This is an optimization exercise on Yosys and OpenROAD, whose aim is small area, a short achievable clock period and few clock cycles, not a production implementation. In this exercise RTL edits were held to simulation tests only and were not proved equivalent to the original.

==> inputs of branch ember <==
Design csp_top, start of the top module:
module csp_top (
	input  logic        clk,
	input  logic        arst_n,
	input  logic        item_valid,
	output logic        item_stall,
	input  logic [1:0]  item_action,
	input  logic [31:0] item_px,
	input  logic [31:0] item_py,
	output logic        result_valid,
	input  logic        result_stall,
	output logic        result_empty_error,
	output logic [15:0] result_closest_index,
	output logic [15:0] result_neighbour_index,
	output logic [31:0] result_closest_x,
	output logic [31:0] result_closest_y,
	output logic [31:0] result_neighbour_x,
	output logic [31:0] result_neighbour_y,
	output logic [31:0] result_ratio_u,
	output logic [31:0] result_projected_x,
	output logic [31:0] result_projected_y
);
Settings: LEC_CHECK=0, CAP_MARGIN=20, CORE_MARGIN=2, CORE_UTILIZATION=50, SETUP_SLACK_MARGIN=5, SLEW_MARGIN=20; clock period 14.0 ns.
run.sh (not shown) runs the stock make flow with config.mk's settings and CLKGATE_MAP_FILE= SYNTH_SCRIPT=/design/flow/synth_recipe.tcl, a recipe that flattens the netlist after the stock synthesis.
==> branch pepper: changes against branch ember <==
--- a/flow/design.v
+++ b/flow/design.v
@@ -3369,13 +3369,21 @@
 	logic [1:0]  pstep;
 	logic [2:0]  est;
 	logic        res_v;
 	logic [31:0] jcx, jcy, jnx, jny;
 	logic [15:0] jci, jni;
-	logic eng_idle, eng_free, f_go;
+	logic        qv;
+	logic [31:0] qcx, qcy, qnx, qny;
+	logic [15:0] qci, qni;
+	logic [64:0] qden;
+	logic [65:0] qmag;
+	logic        qneg;
+	logic        take_q;
+	logic eng_idle, eng_free, eng_soon, f_go;
 	assign eng_idle = (est == E_IDLE) && !res_v;
 	assign eng_free = (est == E_IDLE) || (est == E_F && !res_v);
+	assign take_q   = qv && eng_free;
 	assign f_go     = (est == E_F) && (!res_v || !result_stall);
 	logic [64:0] d2;
 	logic        gt_a, gt_b;
 	logic [65:0] nmag;
 	logic        nsgn;
@@ -3415,13 +3423,13 @@
 	end
 	logic s2_end, fast, empty_now, cap_now, go_slow, steal, hold, in_pe, adv, take;
 	logic [2:0] steal_k;
 	always_comb begin
 		s2_end    = (s2_kind == K_END);
-		fast      = s2_end && !s2_bad && !hold_q && !cnt_z && eng_free;
-		empty_now = eng_idle && ((s2_end && cnt_z) || (pend && pstep == P_EMPTY));
-		cap_now   = (s2_kind == K_DEN) || ((s2_kind == K_RDEN) && pend && eng_free);
+		fast      = s2_end && !s2_bad && !hold_q && !cnt_z && (!qv || eng_soon);
+		empty_now = eng_idle && !qv && ((s2_end && cnt_z) || (pend && pstep == P_EMPTY));
+		cap_now   = (s2_kind == K_DEN) || ((s2_kind == K_RDEN) && pend && (!qv || eng_free));
 		go_slow   = s2_end && !fast && !empty_now;
 		steal     = fast || (pend && pstep != P_EMPTY && !cap_now);
 		case (pstep)
 			P_RDA:   steal_k = K_RDA;
 			P_RDB:   steal_k = K_RDB;
@@ -3470,10 +3478,11 @@
 	logic        neg, sat, first;
 	logic signed [32:0] sdx, sdy;
 	logic [33:0] lq;
 	logic [4:0]  dcnt;
 	logic signed [65:0] accx, accy;
+	assign eng_soon = eng_free || (est == E_DIV && dcnt == 5'd1 && !res_v);
 	function automatic logic [6:0] bitlen66(input logic [65:0] v);
 		logic [6:0] r;
 		r = '0;
 		for (int i = 0; i < 66; i++) if (v[i]) r = 7'(i + 1);
 		bitlen66 = r;
@@ -3583,10 +3592,11 @@
 			minf    <= 1'b0;
 			pend    <= 1'b0;
 			pstep   <= P_EMPTY;
 			est     <= E_IDLE;
 			res_v   <= 1'b0;
+			qv      <= 1'b0;
 		end else begin
 			if (take) in_v <= 1'b1;
 			else if (!in_pe || adv) in_v <= 1'b0;
 			if (take) begin
 				case (item_action)
@@ -3636,16 +3646,18 @@
 				pstep <= P_RDB;
 			end else if (pend && pstep == P_RDB) begin
 				pstep <= P_RDEN;
 			end
 			case (est)
-				E_IDLE: if (cap_now) est <= E_SH;
+				E_IDLE: if (take_q) est <= E_SH;
 				E_SH:   est <= (den == '0) ? E_F : E_DIV;
 				E_DIV:  if (dcnt == 5'd1) est <= E_F;
-				E_F:    if (f_go) est <= cap_now ? E_SH : E_IDLE;
+				E_F:    if (f_go) est <= take_q ? E_SH : E_IDLE;
 				default: est <= E_IDLE;
 			endcase
+			if (cap_now) qv <= 1'b1;
+			else if (take_q) qv <= 1'b0;
 			if (f_go || empty_now) res_v <= 1'b1;
 			else if (res_v && !result_stall) res_v <= 1'b0;
 		end
 	end
 	always_ff @(posedge clk) begin
@@ -3680,20 +3692,31 @@
 			end
 		end
 		if (s2_kind == K_RDA) da <= d2;
 		if (s2_kind == K_RDB) db <= d2;
 		if (cap_now) begin
-			jcx <= ax;
-			jcy <= ay;
-			jnx <= bx;
-			jny <= by;
-			jci <= 16'(cnt - 17'd1);
-			if (minf) jni <= pflag ? cnt[15:0] : 16'(cnt - 17'd2);
-			else      jni <= cnt_ge2 ? 16'(cnt - 17'd2) : 16'(cnt - 17'd1);
-			den  <= d2;
-			rem  <= nmag;
-			nneg <= nsgn;
+			qcx  <= ax;
+			qcy  <= ay;
+			qnx  <= bx;
+			qny  <= by;
+			qci  <= 16'(cnt - 17'd1);
+			if (minf) qni <= pflag ? cnt[15:0] : 16'(cnt - 17'd2);
+			else      qni <= cnt_ge2 ? 16'(cnt - 17'd2) : 16'(cnt - 17'd1);
+			qden <= d2;
+			qmag <= nmag;
+			qneg <= nsgn;
+		end
+		if (take_q) begin
+			jcx  <= qcx;
+			jcy  <= qcy;
+			jnx  <= qnx;
+			jny  <= qny;
+			jci  <= qci;
+			jni  <= qni;
+			den  <= qden;
+			rem  <= qmag;
+			nneg <= qneg;
 		end
 		if (empty_now) begin
 			res_e  <= 1'b1;
 			res_ci <= '0;
 			res_ni <= '0;
==> summary.txt <==
Sequential share of layout area: branch pepper is higher than branch ember (3.6 points).
Against branch ember, the clock skew of branch pepper is lower by 17 ps.
In branch ember the flip-flop and latch count is lower than in branch pepper, by 293.
Between branch ember and branch pepper, the lower area after synthesis is in branch ember (gap about 4%, measured against branch pepper).
Against branch pepper, the via count of branch ember is higher by 0.96%.
In routed wire length, branch pepper and branch ember hardly differ.
Against branch ember, the first-iteration DRC count of branch pepper is smaller by 7.6%.
Between branch ember and branch pepper, the lower worst hold slack is in branch pepper (gap 4.3 ps).
Testbench counts of branch ember, summed over its fixed seeds: cycles 6,031.
Testbench counts of branch pepper, summed over its fixed seeds: cycles 5,449.

* * *

==> inputs of v15 <==
Another version of the RTL of csp_top (not shown whole).
clock: 14.0 ns
lec_check: 0
cap_margin: 20
core_margin: 2
core_utilization: 50
setup_slack_margin: 5
slew_margin: 20
standard.sh (not shown) runs the stock make flow with config.mk's settings and CLKGATE_MAP_FILE= SYNTH_SCRIPT=/design/flow/synth_recipe.tcl, a recipe that flattens the netlist after the stock synthesis.
==> flow/flow/run.sh <==
#!/bin/bash
set -o pipefail
bash standard.sh SETUP_SLACK_MARGIN=8 finish > std_flow.log 2>&1
==> v39: changes against v15 <==
--- a/flow/design.v
+++ b/flow/design.v
@@ -6,13 +6,13 @@
 module csp_sqsum (
 	input  logic [32:0] a,
 	input  logic [32:0] b,
 	output logic [64:0] s,
 	output logic [64:0] c
 );
-	wire [31:0] aw = a[31:0] ^ {32{a[32]}};
+	wire [31:0] aw = a[31:0];
 	wire p1 = aw[0] & aw[1];
 	wire p2 = aw[0] & aw[2];
 	wire p3 = aw[0] & aw[3];
 	wire p4 = aw[0] & aw[4];
 	wire p5 = aw[0] & aw[5];
 	wire p6 = aw[0] & aw[6];
@@ -535,13 +535,13 @@
 	wire p523 = a[32] & aw[26];
 	wire p524 = a[32] & aw[27];
 	wire p525 = a[32] & aw[28];
 	wire p526 = a[32] & aw[29];
 	wire p527 = a[32] & aw[30];
 	wire p528 = a[32] & aw[31];
-	wire [31:0] bw = b[31:0] ^ {32{b[32]}};
+	wire [31:0] bw = b[31:0];
 	wire p529 = bw[0] & bw[1];
 	wire p530 = bw[0] & bw[2];
 	wire p531 = bw[0] & bw[3];
 	wire p532 = bw[0] & bw[4];
 	wire p533 = bw[0] & bw[5];
 	wire p534 = bw[0] & bw[6];
@@ -3699,12 +3699,15 @@
 		hold      = go_slow || (pend && !cap_now && !empty_now);
 		in_pe     = in_v && (in_act == 2'd1 || in_act == 2'd2);
 		adv       = in_pe && !steal && !hold;
 		item_stall = hold_q || (in_pe && !adv);
 		take      = item_valid && !item_stall;
 	end
+	function automatic logic [32:0] sgnw(input logic [32:0] v);
+		sgnw = {v[32], v[31:0] ^ {32{v[32]}}};
+	endfunction
 	logic [2:0]  s1_kind;
 	logic [32:0] tvx, tvy;
 	logic [64:0] sq_s, sq_c;
 	always_comb begin
 		if (steal) s1_kind = steal_k;
 		else if (adv) s1_kind = (in_act == 2'd1) ? K_PT : K_END;
@@ -3731,17 +3734,17 @@
 		end
 	end
 	logic [64:0] den;
 	logic [66:0] den3;   
 	logic [65:0] rem;    
 	logic        neg, sat, first;
+	logic        s_big;    
 	logic signed [32:0] sdx, sdy;
 	logic [33:0] lq;
 	logic [4:0]  dcnt;
 	logic signed [65:0] accx, accy;
-	assign eng_soon = eng_free || (est == E_DIV && dcnt == 5'd1 && !res_v);
 	function automatic logic [31:0] sat32(input logic [50:0] v);
 		logic [31:0] r;
 		if (&v[50:31] || !(|v[50:31])) r = v[31:0];
 		else r = v[50] ? 32'h8000_0000 : 32'h7FFF_FFFF;
 		sat32 = r;
 	endfunction
@@ -3765,12 +3768,31 @@
 			sdy_n = {qcy[31], qcy} - {qny[31], qny};
 		end else begin
 			sdx_n = {qnx[31], qnx} - {qcx[31], qcx};
 			sdy_n = {qny[31], qny} - {qcy[31], qcy};
 		end
 	end
+	logic [2:0] est_n;
+	logic [4:0] dcnt_n;
+	logic       res_v_n, eng_soon_r;
+	always_comb begin
+		est_n = est;
+		case (est)
+			E_IDLE: if (sh_go) est_n = (qden == '0) ? E_F : E_DIV;
+			E_DIV:  if (dcnt == 5'd1) est_n = E_F;
+			E_F:    if (f_go) est_n = !sh_go ? E_IDLE : (qden == '0) ? E_F : E_DIV;
+			default: est_n = E_IDLE;
+		endcase
+		if (sh_go) dcnt_n = 5'(({1'b0, s_st} + 7'd2) >> 1);
+		else if (est == E_DIV) dcnt_n = dcnt - 5'd1;
+		else dcnt_n = dcnt;
+		if (f_go || empty_now) res_v_n = 1'b1;
+		else if (res_v && !result_stall) res_v_n = 1'b0;
+		else res_v_n = res_v;
+	end
+	assign eng_soon = eng_soon_r;
 	logic [66:0] tq;
 	logic [67:0] u1, u2, u3;
 	logic        c1, c2, c3, g1, g2;
 	logic [64:0] r2;
 	always_comb begin
 		tq = {rem[64:0], lq[33], lq[32]};
@@ -3793,13 +3815,13 @@
 	logic signed [66:0] fx, fy;
 	logic [31:0] u_val;
 	always_comb begin
 		logic signed [66:0] x1, x2, x3, y1, y2, y3;
 		logic [15:0] rcx, rcy;
 		q0     = lq[32:1];
-		rb_eff = lq[0] && !(!neg && q0 == 32'h7FFF_FFFF);
+		rb_eff = lq[0];    
 		m      = {1'b0, lq[1]} + {1'b0, rb_eff};
 		rcx    = (sdx[32] ? 16'h7FFF : 16'h8000) + {15'd0, sat && !neg};
 		rcy    = (sdy[32] ? 16'h7FFF : 16'h8000) + {15'd0, sat && !neg};
 		if (est == E_F) begin
 			x1 = $signed({{19{jcx[31]}}, jcx, rcx});
 			y1 = $signed({{19{jcy[31]}}, jcy, rcy});
@@ -3840,14 +3862,15 @@
 			cnt_z   <= 1'b1;
 			cnt_ge2 <= 1'b0;
 			cnt_max <= 1'b0;
 			minf    <= 1'b0;
 			pend    <= 1'b0;
 			pstep   <= P_EMPTY;
-			est     <= E_IDLE;
-			res_v   <= 1'b0;
+			est        <= E_IDLE;
+			eng_soon_r <= 1'b1;
+			res_v      <= 1'b0;
 			qv      <= 1'b0;
 		end else begin
 			if (take) in_v <= 1'b1;
 			else if (!in_pe || adv) in_v <= 1'b0;
 			if (take) begin
 				case (item_action)
@@ -3895,40 +3918,36 @@
 				else pstep <= P_RDEN;
 			end else if (pend && pstep == P_RDA) begin
 				pstep <= P_RDB;
 			end else if (pend && pstep == P_RDB) begin
 				pstep <= P_RDEN;
 			end
-			case (est)
-				E_IDLE: if (sh_go) est <= (qden == '0) ? E_F : E_DIV;
-				E_DIV:  if (dcnt == 5'd1) est <= E_F;
-				E_F:    if (f_go) est <= !sh_go ? E_IDLE : (qden == '0) ? E_F : E_DIV;
-				default: est <= E_IDLE;
-			endcase
+			est        <= est_n;
+			eng_soon_r <= (est_n == E_IDLE) || (est_n == E_F && !res_v_n) ||
+			              (est_n == E_DIV && dcnt_n == 5'd1 && !res_v_n);
 			if (cap_now) qv <= 1'b1;
 			else if (sh_go) qv <= 1'b0;
-			if (f_go || empty_now) res_v <= 1'b1;
-			else if (res_v && !result_stall) res_v <= 1'b0;
+			res_v <= res_v_n;
 		end
 	end
 	always_ff @(posedge clk) begin
 		if (take) begin
 			in_act <= item_action;
 			in_x   <= item_px;
 			in_y   <= item_py;
-			in_vx  <= {item_px[31], item_px} - {qx[31], qx};
-			in_vy  <= {item_py[31], item_py} - {qy[31], qy};
+			in_vx  <= sgnw({item_px[31], item_px} - {qx[31], qx});
+			in_vy  <= sgnw({item_py[31], item_py} - {qy[31], qy});
 		end
 		s2_s   <= sq_s;
 		s2_c   <= sq_c;
 		s2_x   <= in_x;
 		s2_y   <= in_y;
 		s2_bad <= s2_pt_live && (cnt_z || (gt_a && cnt_ge2 && gt_b));
 		if (ev_load) begin
-			evx <= {e1x[31], e1x} - {e2x[31], e2x};
-			evy <= {e1y[31], e1y} - {e2y[31], e2y};
+			evx <= sgnw({e1x[31], e1x} - {e2x[31], e2x});
+			evy <= sgnw({e1y[31], e1y} - {e2y[31], e2y});
 		end
 		if (s2_pt_live) begin
 			if (cnt_z) begin
 				ax <= s2_x; ay <= s2_y; da <= d2;
 				bx <= s2_x; by <= s2_y; db <= d2;
 			end else if (gt_a) begin
@@ -3966,13 +3985,14 @@
 			neg   <= qneg && (qden != '0);
 			den3  <= {2'b00, qden} + {1'b0, qden, 1'b0};
 			sdx   <= sdx_n;
 			sdy   <= sdy_n;
 			rem   <= z[97:33];
 			lq    <= (qden == '0) ? {1'b0, 32'h0001_0000, 1'b0} : {z[32:0], 1'b0};
-			dcnt  <= 5'(({1'b0, s_st} + 7'd2) >> 1);
+			dcnt  <= dcnt_n;
+			s_big <= (s_st >= 6'd30);
 			accx  <= '0;
 			accy  <= '0;
 			sat   <= 1'b0;
 			first <= (s_st == 6'd32);
 		end
 		if (empty_now) begin
@@ -3988,17 +4008,18 @@
 			res_py <= '0;
 		end
 		case (est)
 			E_DIV: begin
 				rem   <= {1'b0, r2};
 				lq    <= {lq[31:0], g1, g2};
-				dcnt  <= dcnt - 5'd1;
+				dcnt  <= dcnt_n;
 				accx  <= fx[65:0];
 				accy  <= fy[65:0];
 				first <= 1'b0;
 				if (first && c1) sat <= 1'b1;
+				if (dcnt == 5'd1 && s_big && (&lq[29:0]) && g1 && g2 && !neg) sat <= 1'b1;
 			end
 			E_F: if (f_go) begin
 				res_e  <= 1'b0;
 				res_ci <= jci;
 				res_ni <= jni;
 				res_cx <= jcx;
==> flow/flow/run.sh (replaced) <==
#!/bin/bash
set -o pipefail
bash standard.sh SETUP_SLACK_MARGIN=9 finish > std_flow.log 2>&1
==> summary.txt <==
* Run status: complete, no violations
* Depth of the most critical reg-to-reg path at 23
* Critical register-to-register path endpoint: u_csp.s2_s[32]
* Register area at approximately 0.052 mm²
* Die Outline Area at ~0.34 mm²
* R2R Path Start: u_csp.est[0]
* Post-synthesis instance total at ~18000
* CP Max Fanout at 7
* Slew margin rel. at 0.182
* Most numerous cell on the critical path: fa_2
* # clk buffers at approximately 270
* Skew final at roughly 0.13 ns
* Routed vias/inst at approximately 6.2
* Routed WL at approximately 660000 µm
* Num Clock Sinks at between 1500 and 2000
* Cell Area, Placed at 0.176 mm²
* Floorplan die width at between 500 and 600 µm
That was v15.
==> summary.txt <==
* Run status: complete, no violations
* Floorplan die width at about 580 µm
* Die Outline Area at around 0.34 mm²
* # clk buffers at between 200 and 300
* Depth of the most critical reg-to-reg path at 32
* Most numerous cell on the critical path: a21oi_1
* Routed WL at around 670000 µm
* Critical register-to-register path endpoint: u_csp.rem[64]
* Cell Area, Placed at between 0.15 and 0.2 mm²
* Post-synthesis instance total at ~18000
* Routed vias/inst at 6.14
* Register area at 0.0520 mm²
* Via count of the first global-routing pass at around 140k
* Top cells by instance count after synthesis: 2132 x inv_1, 1661 x nor2_1, 1478 x nand2_1
* Skew final at between 0.1 and 0.15 ns
That was v39.
Testbench counts of v15, summed over its fixed seeds: cycles 5,300.
Testbench counts of v39, summed over its fixed seeds: cycles 5,300.

[port drivers added, routing unchanged]
How much do the figures lean on ideal ports? The routed layouts below were timed once more, with nothing changed but the port constraints.
Step 1: set_driving_cell puts a clkbuf_16 on clk and a buf_2 on each other input, an assumption about the parent block.
Step 2 also shifts input and output timing later by t, the mid clock arrival at the registers, as if the neighbouring blocks saw the same clock.
a / b / c = ideal ports / drivers / drivers and shift; a / b = the first two.
run	t, ns	slack for setup (ns)	clock arrival spread, ns	worst data-port slew with drivers (ns)	cell pins on the clock port's net
branch ember	0.998	4.945 / 4.945 / 4.945	0.125 / 0.125	0.18	1
branch pepper	1.015	4.968 / 4.968 / 4.968	0.113 / 0.114	0.18	1
v15	1.035	6.331 / 6.331 / 6.331	0.135 / 0.135	0.05	1
v39	1.071	6.919 / 6.919 / 6.919	0.138 / 0.138	0.27	1
After both steps every run listed still meets setup and hold.
